This design comes from an exercise in tuning for small area on the open sky130 flow, not from production work.
Where RTL was checked, it was by simulation tests only, not by an equivalence proof against the original. No driver is modelled on the clock port, so clocking that relies on it looks cheaper here than on a real chip.

==> flow/design.v (excerpt) <==
module mnist_frame_binarizer
(
    input  logic                  clk,
    input  logic                  rst_n,
    input  logic                  in_valid,
    output logic                  in_ready,
    input  logic [mnist_frame_binarizer_pkg::PIX_W-1:0] in_pixel,
    input  logic                  in_last,
    output logic                  out_valid,
    input  logic                  out_ready,
    output logic [mnist_frame_binarizer_pkg::NET_INPUTS-1:0] out_frame,
    output logic                  frame_err
    ,
    output logic [7:0]            err_cnt
);
For scale: ~25000 um2 of cells after synthesis.
==> module mnist_crop_counter, before the edit <==
module mnist_crop_counter
(
    input  logic           clk,
    input  logic           rst_n,
    input  logic           beat,
    input  logic           in_last,
    output logic           in_crop,
    output logic           is_final
);
    localparam logic [4:0] X_FIRST = 5'(32 - mnist_frame_binarizer_pkg::CROP_OFF);
    localparam logic [4:0] X_LAST  = 5'(mnist_frame_binarizer_pkg::IMG_W - 1 - mnist_frame_binarizer_pkg::CROP_OFF);
    logic [4:0] row_q;
    logic [4:0] col_q;
    logic       col_end;
    logic       row_end;
    logic       col_clr;
    logic       row_clr;
    logic [5:0] col_t;
    logic [5:0] row_t;
    always_comb begin
        col_end  = (col_q == X_LAST);
        row_end  = (row_q == X_LAST);
        in_crop  = (row_q < 5'(mnist_frame_binarizer_pkg::CROP_W)) && (col_q < 5'(mnist_frame_binarizer_pkg::CROP_W));
        is_final = row_end && col_end;
        col_clr  = beat && (in_last || col_end);
        col_t[0] = beat && !(in_last || col_end);
        row_clr  = beat && (in_last || is_final);
        row_t[0] = beat && col_end && !(in_last || row_end);
        for (int i = 0; i < 5; i++) begin
            col_t[i+1] = col_t[i] && col_q[i];
            row_t[i+1] = row_t[i] && row_q[i];
        end
    end
    always_ff @(posedge clk or negedge rst_n) begin
        if (!rst_n) begin
            col_q <= X_FIRST;
            row_q <= X_FIRST;
        end else begin
            col_q <= col_clr ? X_FIRST : (col_q ^ col_t[4:0]);
            row_q <= row_clr ? X_FIRST : (row_q ^ row_t[4:0]);
        end
    end
endmodule
export LEC_CHECK = 0
export CAP_MARGIN = 0
export CORE_MARGIN = 2
export CORE_UTILIZATION = 70
export CTS_BUF_LIST = sky130_fd_sc_hd__clkbuf_16
export CTS_CLUSTER_DIAMETER = 200
export CTS_CLUSTER_SIZE = 34
export SLEW_MARGIN = 0
create_clock -name core_clock -period 6.5 [get_ports {clk}]
standard.sh (not shown) runs the stock make flow with config.mk's settings and CLKGATE_MAP_FILE= SYNTH_SCRIPT=/design/flow/synth_recipe.tcl, a recipe that flattens the netlist after the stock synthesis.
==> flow/flow/run.sh <==
#!/bin/bash
# Standard layout, but with the smallest buffer on every input and output port.
set -euo pipefail
export BUFFER_PORTS_ARGS="-buffer_cell sky130_fd_sc_hd__buf_1"
# The standard clock tree settings, without dummy loads on the leaf nets.
export CTS_ARGS="-sink_clustering_enable -repair_clock_nets -sink_clustering_size 34 -sink_clustering_max_diameter 200 -buf_list sky130_fd_sc_hd__clkbuf_16 -dont_use_dummy_load"
bash standard.sh > standard.log 2>&1
Change:
--- a/flow/design.v
+++ b/flow/design.v
@@ -34,34 +34,35 @@
     localparam logic [4:0] X_LAST  = 5'(mnist_frame_binarizer_pkg::IMG_W - 1 - mnist_frame_binarizer_pkg::CROP_OFF);
     logic [4:0] row_q;
     logic [4:0] col_q;
     logic       col_end;
-    logic       row_end;
-    logic       col_clr;
-    logic       row_clr;
-    logic [5:0] col_t;
-    logic [5:0] row_t;
+    logic       restart;
+    logic       col_step;
+    logic       row_step;
     always_comb begin
         col_end  = (col_q == X_LAST);
-        row_end  = (row_q == X_LAST);
         in_crop  = (row_q < 5'(mnist_frame_binarizer_pkg::CROP_W)) && (col_q < 5'(mnist_frame_binarizer_pkg::CROP_W));
-        is_final = row_end && col_end;
-        col_clr  = beat && (in_last || col_end);
-        col_t[0] = beat && !(in_last || col_end);
-        row_clr  = beat && (in_last || is_final);
-        row_t[0] = beat && col_end && !(in_last || row_end);
-        for (int i = 0; i < 5; i++) begin
-            col_t[i+1] = col_t[i] && col_q[i];
-            row_t[i+1] = row_t[i] && row_q[i];
+        is_final = (row_q == X_LAST) && col_end;
+        restart  = beat && (is_final || in_last || col_end);
+        col_step = beat && !(is_final || in_last || col_end);
+        row_step = beat && col_end && !(is_final || in_last);
+    end
+    always_ff @(posedge clk or negedge rst_n) begin
+        if (!rst_n) begin
+            col_q <= X_FIRST;
+        end else if (restart) begin
+            col_q <= X_FIRST;
+        end else if (col_step) begin
+            col_q <= col_q + 5'd1;
         end
     end
     always_ff @(posedge clk or negedge rst_n) begin
         if (!rst_n) begin
-            col_q <= X_FIRST;
             row_q <= X_FIRST;
-        end else begin
-            col_q <= col_clr ? X_FIRST : (col_q ^ col_t[4:0]);
-            row_q <= row_clr ? X_FIRST : (row_q ^ row_t[4:0]);
+        end else if (beat && (is_final || in_last)) begin
+            row_q <= X_FIRST;
+        end else if (row_step) begin
+            row_q <= row_q + 5'd1;
         end
     end
 endmodule
 module mnist_frame_binarizer
Result:
- design area is unchanged
- setup slack hardly moves
- synthesized cell count rises by 1.0%
- worst hold slack improved by 14 ps
- fmax stays flat
- clock skew barely changes
The RTL of the first run of this note was laid out without a check of its function.

==> re-timing with driven ports <==
How much do the figures lean on ideal ports? The routed layouts below were timed once more, with nothing changed but the port constraints. Step 1 assumes that a clkbuf_16 drives the clock port and a buf_2 every other input. Step 2 moves the port delays by t, midway between the first and last clock arrival at a register: inputs arrive t later, outputs are due t later. That takes back most of the time a late clock gives input paths. a / b / c = no drivers / after step 1 / after step 2; a / b = the first two.
| run | t (ns) | slack for setup (ns) | latest minus earliest clock arrival (ns) | worst data-port slew with drivers (ns) |
|---|---|---|---|---|
| the first run | 0.615 | 3.145 / 3.171 / 2.556 | 0.069 / 0.069 | 0.03 |
| the second run | 0.614 | 3.143 / 3.175 / 2.561 | 0.071 / 0.070 | 0.03 |
After both steps every run listed still meets setup and hold. The setup slack of the first run, which loses most, moves by +0.026 ns with the drivers and by -0.589 ns with both steps.
